From an optimization exercise on the open Yosys and OpenROAD flow, aimed at small area; shortcuts taken in it are not production practice. In this exercise RTL edits were held to simulation tests only and were not proved equivalent to the original. No activity file was given, so power comes from the tool's default toggle rates.

Setup of job 7689:
// iq_frontend_top
module iq_frontend_top #(
	parameter int depth = iq_pkg::IQ_DEPTH_DEFAULT
) (
	input  logic                         clk,
	input  logic                         rst_n,
	input  logic                         flush,
	input  logic                         in_valid,
	output logic                         in_ready,
	input  iq_pkg::pc_t                  in_pc,
	input  iq_pkg::instr_t               in_instr0,
	input  iq_pkg::instr_t               in_instr1,
	input  iq_pkg::slot_count_t          in_count,
	output logic                         out_valid,
	input  logic                         out_ready,
	output iq_pkg::slot_count_t          out_count,
	output iq_pkg::pc_t                  out_pc0,
	output iq_pkg::instr_t               out_instr0,
	output iq_pkg::pc_t                  out_pc1,
	output iq_pkg::instr_t               out_instr1,
	output logic [$clog2(depth + 1)-1:0] occupancy
);
For scale: roughly 3,700 cells after synthesis, about 1,300 flip-flops, ~240 I/O pins.
Settings: LEC_CHECK=0, CAP_MARGIN=20, CORE_MARGIN=2, CORE_UTILIZATION=55, SLEW_MARGIN=20, SYNTH_HIERARCHICAL=1; clock period 10.0 ns.
standard.sh (not shown) runs the stock make flow with config.mk's settings and CLKGATE_MAP_FILE= SYNTH_SCRIPT=/design/flow/synth_recipe.tcl, a recipe that flattens the netlist after the stock synthesis.
==> flow/flow/run.sh <==
#!/bin/bash
# Standard ORFS layout with three changes: an area-oriented ABC script in
# synthesis (same script otherwise, so the registers are the standard ones),
# the smallest buffer for the port buffers, and a CTS without dummy loads.
set -euo pipefail
W=$(pwd)
F=$W/flow

# synthesis: ORFS synth.tcl with only the abc call changed
sed 's|^  log_cmd abc {\*}\$abc_args$|  log_cmd abc -script '"$F"'/abc_area.scr {*}$lib_args {*}$lib_dont_use_args|' \
	"$FLOW_HOME/scripts/synth.tcl" > "$W/synth_area.tcl"
grep -q 'abc_area.scr' "$W/synth_area.tcl"
sed 's|source \$::env(SCRIPTS_DIR)/synth.tcl|source '"$W"'/synth_area.tcl|' synth_recipe.tcl > "$W/my_synth.tcl"
grep -q 'synth_area.tcl' "$W/my_synth.tcl"

. "$F/settings.sh"

bash standard.sh \
	SYNTH_SCRIPT="$W/my_synth.tcl" \
	BUFFER_PORTS_ARGS="-buffer_cell sky130_fd_sc_hd__buf_1" \
	CTS_ARGS="$MY_CTS_ARGS" \
	finish > "$W/make.log" 2>&1
==> flow/flow/abc_area.scr <==
strash
&get -n
&st
&dch -f
&nf -a -R 1000
&put
strash
&get -n
&st
&dch -f
&nf -a -R 1000
&put
==> flow/flow/settings.sh <==
# clock tree: small clusters of clkbuf_4 leaves, no dummy loads
MY_CTS_ARGS="-sink_clustering_enable -repair_clock_nets -dont_use_dummy_load -buf_list sky130_fd_sc_hd__clkbuf_4 -sink_clustering_size 10 -sink_clustering_max_diameter 40"
For job 9206, these inputs were changed with respect to job 7689:
==> flow/flow/abc_area.scr <==
strash
&get -n
&st
&dch -f
&nf -a -R 1000
&put
==> flow/flow/settings.sh <==
# clock tree: small clusters of clkbuf_4 leaves, no dummy loads
MY_CTS_ARGS="-sink_clustering_enable -repair_clock_nets -dont_use_dummy_load -buf_list sky130_fd_sc_hd__clkbuf_4 -sink_clustering_size 8 -sink_clustering_max_diameter 40"
Findings:
Compared with job 7689, job 9206 shows a total power that is 0.46% higher.
Comparing achievable clock frequency for job 9206 and job 7689, the bigger number came from job 9206.
Per the comparison of job 9206 with job 7689, diode insertion count for antenna repair moved down, total number of vias moved down, share of the cycle needed by the critical path after routing moved down, area enclosed by the die boundary moved up.
Cell area after layout ended up 370 sq um higher on job 9206 than on job 7689.
Job 9206 vs job 7689 — worst hold slack rose 15 ps.
Fraction of area in multi-input gates for job 9206: 0.17 points up relative to job 7689
The run showing the greater via count of the first global-routing pass is job 7689.
Looking at first-pass GRT wire length across job 9206 and job 7689, the one that comes out lower is job 9206.
Inputs modified between job 9206 and job 4332:
# job 9206
export LEC_CHECK = 0
export CAP_MARGIN = 20
export CORE_MARGIN = 2
export CORE_UTILIZATION = 55
export SLEW_MARGIN = 20
export SYNTH_HIERARCHICAL = 1
create_clock -name core_clock -period 10.0 [get_ports {clk}]
# job 4332
export LEC_CHECK = 0
export CAP_MARGIN = 20
export CORE_MARGIN = 2
export CORE_UTILIZATION = 65
export SLEW_MARGIN = 20
export SYNTH_HIERARCHICAL = 1
create_clock -name core_clock -period 10.0 [get_ports {clk}]
==> flow/flow/abc_area.scr <==
strash
&get -n
&st
&dch -f
&nf -a -R 1000
&put
strash
&get -n
&st
&dch -f
&nf -a -R 1000
&put
==> flow/flow/settings.sh <==
# clock tree: small clusters of clkbuf_4 leaves, no dummy loads
MY_CTS_ARGS="-sink_clustering_enable -repair_clock_nets -dont_use_dummy_load -buf_list sky130_fd_sc_hd__clkbuf_4 -sink_clustering_size 10 -sink_clustering_max_diameter 40"
Job 4332 against job 9206: synthesized-area fraction occupied by and/or/nand/nor cells now smaller, minimum clock period now larger.
Compared with job 9206, job 4332 shows a overall power of the completed layout that is about 1.2% lower.
Run comparison: job 4332 last element of the critical path cnt[4]; job 9206 last element of the critical path cnt[3]
The following lists how job 8441 was set up differently from job 4332:
# job 4332
export LEC_CHECK = 0
export CAP_MARGIN = 20
export CORE_MARGIN = 2
export CORE_UTILIZATION = 65
export SLEW_MARGIN = 20
export SYNTH_HIERARCHICAL = 1
create_clock -name core_clock -period 10.0 [get_ports {clk}]
# job 8441
export LEC_CHECK = 0
export CAP_MARGIN = 5
export CORE_MARGIN = 2
export CORE_UTILIZATION = 55
export SLEW_MARGIN = 5
export SYNTH_HIERARCHICAL = 1
create_clock -name core_clock -period 10.0 [get_ports {clk}]
==> flow/flow/abc_area.scr <==
strash
&get -n
&st
&dch -f
&nf -a -R 1000
&put
==> flow/flow/settings.sh <==
# clock tree: small clusters of clkbuf_4 leaves, no dummy loads
MY_CTS_ARGS="-sink_clustering_enable -repair_clock_nets -dont_use_dummy_load -buf_list sky130_fd_sc_hd__clkbuf_4 -sink_clustering_size 8 -sink_clustering_max_diameter 40"
### Flow results
From job 4332 to job 8441 the numbers moved as follows: setup slack of the worst register-to-register path increased by 160 ps relative to the old numbers; sequential fraction of the synthesis area decreased by 0.25 points relative to the old numbers; clock power share increased by 1.3 points relative to the old numbers; final net count increased by 127 relative to the old numbers. Job 8441 — buffer and inverter count on the worst path 3 higher, job 4332 as reference. In the metrics for job 4332 and job 8441, the one carrying the lower total routed wire length on the met1 layer is job 4332. From job 4332 to job 8441 the numbers moved as follows: synthesized cell count increased 96; first-iteration DRC count went down 1,780; worst path setup slack after routing rose by 160 ps. Job 8441 vs job 4332 on area after synthesis: job 8441 is the higher one. Job 4332 consumes less power than job 8441.

[re-timing with driven ports]
How much do the figures lean on ideal ports? The routed layouts below were timed once more, with nothing changed but the port constraints.
Step 1 assumes that a clkbuf_16 drives the clock port and a buf_2 every other input.
Step 2 adds t to the input delays and takes it off the output delays; t is the mean of the earliest and latest rising clock arrival at the registers after step 1. Input paths then give back, and output paths get back, about the clock's delay inside the block.
a / b / c = ideal ports / drivers / drivers and shift; a / b = the first two.
| run | t (ns) | setup slack, ns | worst setup path at the end | clock arrival spread, ns | slew at the worst register clock pin (ns) |
|---|---|---|---|---|---|
| job 7689 | 1.107 | 2.234 / 2.234 / 2.234 | register to register | 0.148 / 0.147 | 0.11 / 0.11 |
| job 9206 | 1.103 | 2.557 / 2.557 / 2.557 | register to register | 0.094 / 0.094 | 0.10 / 0.10 |
| job 4332 | 1.076 | 2.400 / 2.400 / 2.400 | register to register | 0.099 / 0.099 | 0.11 / 0.11 |
| job 8441 | 1.122 | 2.564 / 2.564 / 2.564 | register to register | 0.126 / 0.126 | 0.10 / 0.10 |
After both steps every run listed still meets setup and hold.
